This is an optimization exercise on Yosys and OpenROAD, whose aim is small area, a short achievable clock period and few clock cycles per item, not a production implementation.
The RTL was checked by simulation tests, not by an equivalence proof against the original design.
Power and IR drop assume default switching activity.

Design zone_map_range_pruner, start of the top module:
module zone_map_range_pruner (
  input  logic                          clk,
  input  logic                          rst,
  input  logic                          psel,
  input  logic                          penable,
  input  logic                          pwrite,
  input  logic [zmrp_pkg::ADDR_W-1:0]   paddr,
  input  logic [zmrp_pkg::DATA_W-1:0]   pwdata,
  output logic [zmrp_pkg::DATA_W-1:0]   prdata,
  output logic                          pready,
  input  logic                          ranges_valid,
  output logic                          ranges_ready,
  input  logic [zmrp_pkg::KEY_W-1:0]    ranges_range_min_key,
  input  logic [zmrp_pkg::KEY_W-1:0]    ranges_range_max_key,
  input  logic                          ranges_min_known,
  input  logic                          ranges_max_known,
  input  logic                          ranges_min_incl,
  input  logic                          ranges_max_incl,
  input  logic                          ranges_type_conflict,
  input  logic                          ranges_meta_present,
  input  logic                          ranges_meta_current,
  input  logic                          ranges_pred_compatible,
  input  logic [zmrp_pkg::PAGE_W-1:0]   ranges_page_span,
  output logic                          results_valid,
  input  logic                          results_ready,
  output logic                          results_pruned,
  output logic [zmrp_pkg::REASON_W-1:0] results_reason_code,
  output logic [zmrp_pkg::RCNT_W-1:0]   results_ranges_pruned_total,
  output logic [zmrp_pkg::RCNT_W-1:0]   results_ranges_scanned_total,
  output logic [zmrp_pkg::PSUM_W-1:0]   results_pages_pruned_total,
  output logic [zmrp_pkg::PSUM_W-1:0]   results_pages_scanned_total,
  output logic                          results_any_pruned_flag
);
Size: ~19000 sq um of cells after synthesis.
Settings: LEC_CHECK=0, CAP_MARGIN=20, CORE_MARGIN=2, CORE_UTILIZATION=40, SETUP_SLACK_MARGIN=2.4, SLEW_MARGIN=20; clock period 5.0 ns.
standard.sh (not shown) runs the stock make flow with config.mk's settings and CLKGATE_MAP_FILE= SYNTH_SCRIPT=/design/flow/synth_recipe.tcl, a recipe that flattens the netlist after the stock synthesis.
==> flow/flow/run.sh <==
#!/bin/bash
# Layout flow: the standard synthesis, then the combinational logic is
# mapped again by ABC for delay (the registers stay as the standard synthesis
# made them, with the same names and cells), then the standard ORFS layout
# with the port buffers made of plain buf_1 cells.
set -euo pipefail
WORK=$(pwd)
R=$WORK/orfs/results/sky130hd/zone_map_range_pruner/base
PORTBUF="BUFFER_PORTS_ARGS=-buffer_cell sky130_fd_sc_hd__buf_1"
DELAY_PS=$(cat flow/abc_delay_ps)

# 1. standard synthesis, up to the Yosys netlist
bash standard.sh "$PORTBUF" "$R/1_2_yosys.v" > standard_synth.log 2>&1
cp "$R/1_2_yosys.v" "$R/1_2_yosys_standard.v"

# 2. map the combinational logic again, registers kept as they are
LIB=$FLOW_HOME/platforms/sky130hd/lib/sky130_fd_sc_hd__tt_025C_1v80.lib
SEQ=$(grep -oE 'cell \("?sky130_fd_sc_hd__(df|edf|sdf|dl|sdl|ebuf|einv|lpflow|conb)[a-z0-9_]*' "$LIB" \
      | sed 's/cell ("\{0,1\}//' | sort -u | tr '\n' ' ')
DONT=$(grep -oE 'sky130_fd_sc_hd__[a-z0-9_]+' "$FLOW_HOME/platforms/sky130hd/config.mk" \
       | sort -u | sed 's/^/-dont_use /' | tr '\n' ' ')
cat > resynth.ys <<EOS
read_liberty -ignore_miss_func $LIB
blackbox $SEQ
read_verilog $R/1_2_yosys_standard.v
hierarchy -top $FLOW_TOP
flatten
opt_clean
abc -liberty $LIB $DONT -script +strash;dch,-f;map,-D,$DELAY_PS;topo;buffer,-p;upsize,-D,$DELAY_PS;dnsize,-D,$DELAY_PS
opt_clean -purge
hilomap -singleton -hicell sky130_fd_sc_hd__conb_1 HI -locell sky130_fd_sc_hd__conb_1 LO
splitnets
opt_clean -purge
insbuf -buf sky130_fd_sc_hd__buf_4 A X
select $FLOW_TOP
write_verilog -noattr -noexpr -nohex -nodec -selected $R/1_2_yosys.v
select -clear
stat -liberty $LIB
EOS
yosys -s resynth.ys > resynth.log 2>&1
touch "$R/1_2_yosys.v"

# 3. the standard layout from the new netlist
EXTRA=()
if [[ -f flow/pre_resize.tcl ]]; then EXTRA+=("PRE_RESIZE_TCL=$WORK/flow/pre_resize.tcl"); fi
if [[ -f flow/make_vars ]]; then while read -r v; do [[ -n "$v" ]] && EXTRA+=("$v"); done < flow/make_vars; fi
bash standard.sh "$PORTBUF" "${EXTRA[@]}" finish > standard_layout.log 2>&1
==> flow/flow/abc_delay_ps <==
1500
==> flow/flow/pre_resize.tcl <==
set_max_fanout 12 [current_design]
Testbench counts at the start, summed over its fixed seeds: cycles 16,064, items 16,000.
Change:
--- a/flow/flow/run.sh
+++ b/flow/flow/run.sh
@@ -18,6 +18,9 @@
 SEQ=$(grep -oE 'cell \("?sky130_fd_sc_hd__(df|edf|sdf|dl|sdl|ebuf|einv|lpflow|conb)[a-z0-9_]*' "$LIB" \
       | sed 's/cell ("\{0,1\}//' | sort -u | tr '\n' ' ')
-DONT=$(grep -oE 'sky130_fd_sc_hd__[a-z0-9_]+' "$FLOW_HOME/platforms/sky130hd/config.mk" \
-       | sort -u | sed 's/^/-dont_use /' | tr '\n' ' ')
+DONT=$(sed -n '/^export DONT_USE_CELLS/,/^#/p' "$FLOW_HOME/platforms/sky130hd/config.mk" \
+       | grep -oE 'sky130_fd_sc_hd__[a-z0-9_]+' | sort -u | sed 's/^/-dont_use /' | tr '\n' ' ')
+if [[ -f flow/extra_dont_use ]]; then
+  DONT="$DONT $(sed 's/^/-dont_use /' flow/extra_dont_use | tr '\n' ' ')"
+fi
 cat > resynth.ys <<EOS
 read_liberty -ignore_miss_func $LIB
@@ -44,4 +47,9 @@
 EXTRA=()
 if [[ -f flow/pre_resize.tcl ]]; then EXTRA+=("PRE_RESIZE_TCL=$WORK/flow/pre_resize.tcl"); fi
+if [[ -f flow/extra_dont_use ]]; then
+  PLAT_DONT=$(sed -n '/^export DONT_USE_CELLS/,/^#/p' "$FLOW_HOME/platforms/sky130hd/config.mk" \
+              | grep -oE 'sky130_fd_sc_hd__[a-z0-9_]+' | tr '\n' ' ')
+  EXTRA+=("DONT_USE_CELLS=$PLAT_DONT $(tr '\n' ' ' < flow/extra_dont_use)")
+fi
 if [[ -f flow/make_vars ]]; then while read -r v; do [[ -n "$v" ]] && EXTRA+=("$v"); done < flow/make_vars; fi
 bash standard.sh "$PORTBUF" "${EXTRA[@]}" finish > standard_layout.log 2>&1
==> flow/flow/extra_dont_use (new file) <==
sky130_fd_sc_hd__clkdlybuf4s15_1
sky130_fd_sc_hd__clkdlybuf4s15_2
sky130_fd_sc_hd__clkdlybuf4s18_1
sky130_fd_sc_hd__clkdlybuf4s18_2
sky130_fd_sc_hd__clkdlybuf4s25_1
sky130_fd_sc_hd__clkdlybuf4s25_2
sky130_fd_sc_hd__clkdlybuf4s50_1
sky130_fd_sc_hd__clkdlybuf4s50_2
sky130_fd_sc_hd__dlygate4sd1_1
sky130_fd_sc_hd__dlygate4sd2_1
sky130_fd_sc_hd__dlygate4sd3_1
sky130_fd_sc_hd__dlymetal6s2s_1
sky130_fd_sc_hd__dlymetal6s4s_1
sky130_fd_sc_hd__dlymetal6s6s_1
SETUP_SLACK_MARGIN = 2.3   (was 2.4)
=> Cell area shrinks by a few percent. Power barely changes. Core utilization shrinks by 1.4 points. Wire length goes down by a few percent. Combinational power is lower by a few percent.
Change:
SETUP_SLACK_MARGIN = 2.0   (was 2.3)
Result: Setup slack is worse by 0.15 ns; clock-buffer cell count is unchanged; clock skew is about the same; via count decreases by about 4%; final area is lower by 12%; routed wire length falls by about 6%; non-clock buffer count is lower by 126; flip-flop and latch count does not change; hold slack loses 0.0083 ns; maximum frequency went down by about 5%; combinational power fell by 18%.
Change:
CTS_CLUSTER_DIAMETER = 100   (was unset)
CTS_CLUSTER_SIZE = 24   (was unset)
SETUP_SLACK_MARGIN = 2.4   (was 2.0)
removed: flow/flow/pre_resize.tcl
Result: Non-clock buffer count is higher by 21; area after synthesis is unchanged; sequential cell count is unchanged; clock skew goes up by 0.0039 ns.
Change:
CTS_CLUSTER_SIZE = 30   (was 24)
SETUP_SLACK_MARGIN = 2.0   (was 2.4)
Effect:
- The new run went through all stages and came out clean
- clock-buffer cell count shrinks by 3
- synthesized area stays the same
- power shrinks by about 1.9%
- via count shrinks by 4.6%
Change:
CTS_CLUSTER_SIZE = 20   (was 30)
SETUP_SLACK_MARGIN = 2.2   (was 2.0)
=> Cell area went up by 2.4%. Synthesized cell count is unchanged. Maximum frequency went up by 7.3%.

Starting RTL as in the previous note.
==> flow/config.mk <==
export PLATFORM = sky130hd
export DESIGN_NAME = zone_map_range_pruner
export DESIGN_NICKNAME = zone_map_range_pruner
export VERILOG_FILES = /design/flow/design.v
export SDC_FILE = /design/flow/constraint.sdc
export NUM_CORES = 4
export LEC_CHECK = 0
export CAP_MARGIN = 20
export CORE_MARGIN = 2
export CORE_UTILIZATION = 40
export CTS_BUF_LIST = sky130_fd_sc_hd__clkbuf_8
export SETUP_SLACK_MARGIN = 2.0
export SLEW_MARGIN = 20
==> flow/constraint.sdc <==
create_clock -name core_clock -period 5.0 [get_ports {clk}]
set_input_delay 1.0000 -clock core_clock [delete_from_list [all_inputs] [get_ports {clk}]]
set_output_delay 1.0000 -clock core_clock [all_outputs]
set_load 0.01 [all_outputs]
==> flow/flow/run.sh <==
#!/bin/bash
# Layout flow: the standard synthesis, then the combinational logic is
# mapped again by ABC for delay (the registers stay as the standard synthesis
# made them, with the same names and cells), then the standard ORFS layout
# with the port buffers made of plain buf_1 cells.
set -euo pipefail
WORK=$(pwd)
R=$WORK/orfs/results/sky130hd/zone_map_range_pruner/base
PORTBUF="BUFFER_PORTS_ARGS=-buffer_cell sky130_fd_sc_hd__buf_1"
DELAY_PS=$(cat flow/abc_delay_ps)

# 1. standard synthesis, up to the Yosys netlist
bash standard.sh "$PORTBUF" "$R/1_2_yosys.v" > standard_synth.log 2>&1
cp "$R/1_2_yosys.v" "$R/1_2_yosys_standard.v"

# 2. map the combinational logic again, registers kept as they are
LIB=$FLOW_HOME/platforms/sky130hd/lib/sky130_fd_sc_hd__tt_025C_1v80.lib
SEQ=$(grep -oE 'cell \("?sky130_fd_sc_hd__(df|edf|sdf|dl|sdl|ebuf|einv|lpflow|conb)[a-z0-9_]*' "$LIB" \
      | sed 's/cell ("\{0,1\}//' | sort -u | tr '\n' ' ')
DONT=$(sed -n '/^export DONT_USE_CELLS/,/^#/p' "$FLOW_HOME/platforms/sky130hd/config.mk" \
       | grep -oE 'sky130_fd_sc_hd__[a-z0-9_]+' | sort -u | sed 's/^/-dont_use /' | tr '\n' ' ')
if [[ -f flow/extra_dont_use ]]; then
  DONT="$DONT $(sed 's/^/-dont_use /' flow/extra_dont_use | tr '\n' ' ')"
fi
cat > resynth.ys <<EOS
read_liberty -ignore_miss_func $LIB
blackbox $SEQ
read_verilog $R/1_2_yosys_standard.v
hierarchy -top $FLOW_TOP
flatten
opt_clean
abc -liberty $LIB $DONT -script +strash;dch,-f;map,-D,$DELAY_PS;topo;buffer,-p;upsize,-D,$DELAY_PS;dnsize,-D,$DELAY_PS
opt_clean -purge
hilomap -singleton -hicell sky130_fd_sc_hd__conb_1 HI -locell sky130_fd_sc_hd__conb_1 LO
splitnets
opt_clean -purge
insbuf -buf sky130_fd_sc_hd__buf_4 A X
select $FLOW_TOP
write_verilog -noattr -noexpr -nohex -nodec -selected $R/1_2_yosys.v
select -clear
stat -liberty $LIB
EOS
yosys -s resynth.ys > resynth.log 2>&1
touch "$R/1_2_yosys.v"

# 3. the standard layout from the new netlist
EXTRA=()
if [[ -f flow/pre_resize.tcl ]]; then EXTRA+=("PRE_RESIZE_TCL=$WORK/flow/pre_resize.tcl"); fi
if [[ -f flow/extra_dont_use ]]; then
  PLAT_DONT=$(sed -n '/^export DONT_USE_CELLS/,/^#/p' "$FLOW_HOME/platforms/sky130hd/config.mk" \
              | grep -oE 'sky130_fd_sc_hd__[a-z0-9_]+' | tr '\n' ' ')
  EXTRA+=("DONT_USE_CELLS=$PLAT_DONT $(tr '\n' ' ' < flow/extra_dont_use)")
fi
if [[ -f flow/make_vars ]]; then while read -r v; do [[ -n "$v" ]] && EXTRA+=("$v"); done < flow/make_vars; fi
bash standard.sh "$PORTBUF" "${EXTRA[@]}" finish > standard_layout.log 2>&1
==> flow/flow/extra_dont_use <==
sky130_fd_sc_hd__clkdlybuf4s15_1
sky130_fd_sc_hd__clkdlybuf4s15_2
sky130_fd_sc_hd__clkdlybuf4s18_1
sky130_fd_sc_hd__clkdlybuf4s18_2
sky130_fd_sc_hd__clkdlybuf4s25_1
sky130_fd_sc_hd__clkdlybuf4s25_2
sky130_fd_sc_hd__clkdlybuf4s50_1
sky130_fd_sc_hd__clkdlybuf4s50_2
sky130_fd_sc_hd__dlygate4sd1_1
sky130_fd_sc_hd__dlygate4sd2_1
sky130_fd_sc_hd__dlygate4sd3_1
sky130_fd_sc_hd__dlymetal6s2s_1
sky130_fd_sc_hd__dlymetal6s4s_1
sky130_fd_sc_hd__dlymetal6s6s_1
Scripts as last shown in full above: flow/flow/abc_delay_ps
Testbench counts at the start, summed over its fixed seeds: cycles 16,064, items 16,000.
==> next run, changes <==
--- a/flow/flow/run.sh
+++ b/flow/flow/run.sh
@@ -19,7 +19,4 @@
       | sed 's/cell ("\{0,1\}//' | sort -u | tr '\n' ' ')
-DONT=$(sed -n '/^export DONT_USE_CELLS/,/^#/p' "$FLOW_HOME/platforms/sky130hd/config.mk" \
-       | grep -oE 'sky130_fd_sc_hd__[a-z0-9_]+' | sort -u | sed 's/^/-dont_use /' | tr '\n' ' ')
-if [[ -f flow/extra_dont_use ]]; then
-  DONT="$DONT $(sed 's/^/-dont_use /' flow/extra_dont_use | tr '\n' ' ')"
-fi
+DONT=$(grep -oE 'sky130_fd_sc_hd__[a-z0-9_]+' "$FLOW_HOME/platforms/sky130hd/config.mk" \
+       | sort -u | sed 's/^/-dont_use /' | tr '\n' ' ')
 cat > resynth.ys <<EOS
@@ -48,7 +45,2 @@
 if [[ -f flow/pre_resize.tcl ]]; then EXTRA+=("PRE_RESIZE_TCL=$WORK/flow/pre_resize.tcl"); fi
-if [[ -f flow/extra_dont_use ]]; then
-  PLAT_DONT=$(sed -n '/^export DONT_USE_CELLS/,/^#/p' "$FLOW_HOME/platforms/sky130hd/config.mk" \
-              | grep -oE 'sky130_fd_sc_hd__[a-z0-9_]+' | tr '\n' ' ')
-  EXTRA+=("DONT_USE_CELLS=$PLAT_DONT $(tr '\n' ' ' < flow/extra_dont_use)")
-fi
 if [[ -f flow/make_vars ]]; then while read -r v; do [[ -n "$v" ]] && EXTRA+=("$v"); done < flow/make_vars; fi
==> flow/flow/pre_resize.tcl (new file) <==
set_max_fanout 12 [current_design]
Settings changed: CTS_BUF_LIST sky130_fd_sc_hd__clkbuf_8 to unset.
removed: flow/flow/extra_dont_use
Outcome: Power went up by a few percent; global-route usage went up by 1.5 points; fmax went down by a few percent; register-to-register slack gets worse by 0.03 ns; synthesized area hardly moves; count of clock-buffer cells in the layout went down by 12; sequential power barely changes; wire length went up by a few percent; final area went up by a few percent; core utilization went up by 2.3 points; flip-flop and latch count does not change.
==> next run, changes <==
--- a/flow/flow/run.sh
+++ b/flow/flow/run.sh
@@ -19,4 +19,7 @@
       | sed 's/cell ("\{0,1\}//' | sort -u | tr '\n' ' ')
-DONT=$(grep -oE 'sky130_fd_sc_hd__[a-z0-9_]+' "$FLOW_HOME/platforms/sky130hd/config.mk" \
-       | sort -u | sed 's/^/-dont_use /' | tr '\n' ' ')
+DONT=$(sed -n '/^export DONT_USE_CELLS/,/^#/p' "$FLOW_HOME/platforms/sky130hd/config.mk" \
+       | grep -oE 'sky130_fd_sc_hd__[a-z0-9_]+' | sort -u | sed 's/^/-dont_use /' | tr '\n' ' ')
+if [[ -f flow/extra_dont_use ]]; then
+  DONT="$DONT $(sed 's/^/-dont_use /' flow/extra_dont_use | tr '\n' ' ')"
+fi
 cat > resynth.ys <<EOS
@@ -45,2 +48,7 @@
 if [[ -f flow/pre_resize.tcl ]]; then EXTRA+=("PRE_RESIZE_TCL=$WORK/flow/pre_resize.tcl"); fi
+if [[ -f flow/extra_dont_use ]]; then
+  PLAT_DONT=$(sed -n '/^export DONT_USE_CELLS/,/^#/p' "$FLOW_HOME/platforms/sky130hd/config.mk" \
+              | grep -oE 'sky130_fd_sc_hd__[a-z0-9_]+' | tr '\n' ' ')
+  EXTRA+=("DONT_USE_CELLS=$PLAT_DONT $(tr '\n' ' ' < flow/extra_dont_use)")
+fi
 if [[ -f flow/make_vars ]]; then while read -r v; do [[ -n "$v" ]] && EXTRA+=("$v"); done < flow/make_vars; fi
==> flow/flow/extra_dont_use (new file) <==
sky130_fd_sc_hd__clkdlybuf4s15_1
sky130_fd_sc_hd__clkdlybuf4s15_2
sky130_fd_sc_hd__clkdlybuf4s18_1
sky130_fd_sc_hd__clkdlybuf4s18_2
sky130_fd_sc_hd__clkdlybuf4s25_1
sky130_fd_sc_hd__clkdlybuf4s25_2
sky130_fd_sc_hd__clkdlybuf4s50_1
sky130_fd_sc_hd__clkdlybuf4s50_2
sky130_fd_sc_hd__dlygate4sd1_1
sky130_fd_sc_hd__dlygate4sd2_1
sky130_fd_sc_hd__dlygate4sd3_1
sky130_fd_sc_hd__dlymetal6s2s_1
sky130_fd_sc_hd__dlymetal6s4s_1
sky130_fd_sc_hd__dlymetal6s6s_1
Settings changed: SETUP_SLACK_MARGIN 2.0 to 1.7.
After rerunning: Final area fell by a few percent. Hold slack degrades by 0.016 ns. Clock-buffer cell count fell by 8. Routed wire length fell by a few percent. Total power fell slightly.
==> next run, changes <==
==> flow/flow/pre_resize.tcl (replaced) <==
set_max_fanout 20 [current_design]
Settings changed: SETUP_SLACK_MARGIN 1.7 to 2.0.
The new run produced a clean layout; utilization went up by 0.22 points; maximum frequency increases by about 11%; routed wire length decreases by about 1.5%; count of clock-buffer cells in the layout went up by 2; clock skew is lower by 0.014 ns.

re-timing with driven ports:
The flow's constraints put no driver on any port. The routed layouts listed below were extracted and timed again, unchanged, in two steps. Step 1 sets driving cells, clkbuf_16 on the clock port and buf_2 on the other inputs (assumed; they add their load-dependent delay and slew). Step 2 times the ports against the registers' clock, not the clock port: input delays grow and output delays shrink by t, the midpoint of the rising clock arrivals with the driver on. Three values: ideal, step 1, step 2; two values: the first two.
run | shift t [ns] | setup slack, ns | hold slack, ns | latest minus earliest clock arrival (ns) | pins driven straight from the clock port
the first run of note 1 | 0.622 | 2.122 / 2.065 / 1.581 | 0.482 / 0.482 / 0.482 | 0.031 / 0.030 | 1
the second run of note 1 | 0.617 | 2.217 / 2.165 / 1.681 | 0.480 / 0.480 / 0.480 | 0.027 / 0.027 | 1
the third run of note 1 | 0.614 | 2.069 / 2.010 / 1.559 | 0.471 / 0.471 / 0.471 | 0.032 / 0.032 | 1
the fourth run of note 1 | 0.597 | 2.280 / 2.226 / 1.882 | 0.479 / 0.479 / 0.479 | 0.035 / 0.035 | 1
the fifth run of note 1 | 0.603 | 2.062 / 2.007 / 1.625 | 0.491 / 0.491 / 0.491 | 0.041 / 0.042 | 1
the sixth run of note 1 | 0.601 | 2.263 / 2.212 / 1.743 | 0.487 / 0.487 / 0.487 | 0.028 / 0.028 | 1
the first run of note 2 | 0.685 | 2.123 / 2.083 / 1.617 | 0.477 / 0.477 / 0.477 | 0.030 / 0.030 | 1
the second run of note 2 | 0.617 | 2.027 / 1.968 / 1.462 | 0.484 / 0.484 / 0.484 | 0.018 / 0.017 | 1
the third run of note 2 | 0.613 | 1.790 / 1.731 / 1.354 | 0.468 / 0.468 / 0.468 | 0.031 / 0.031 | 1
the fourth run of note 2 | 0.618 | 2.116 / 2.060 / 1.562 | 0.480 / 0.480 / 0.480 | 0.013 / 0.014 | 1
After both steps setup and hold are still met in every run listed. For the second run of note 2, which loses most, drivers alone change the setup slack by -0.059 ns; drivers and shift together by -0.565 ns.
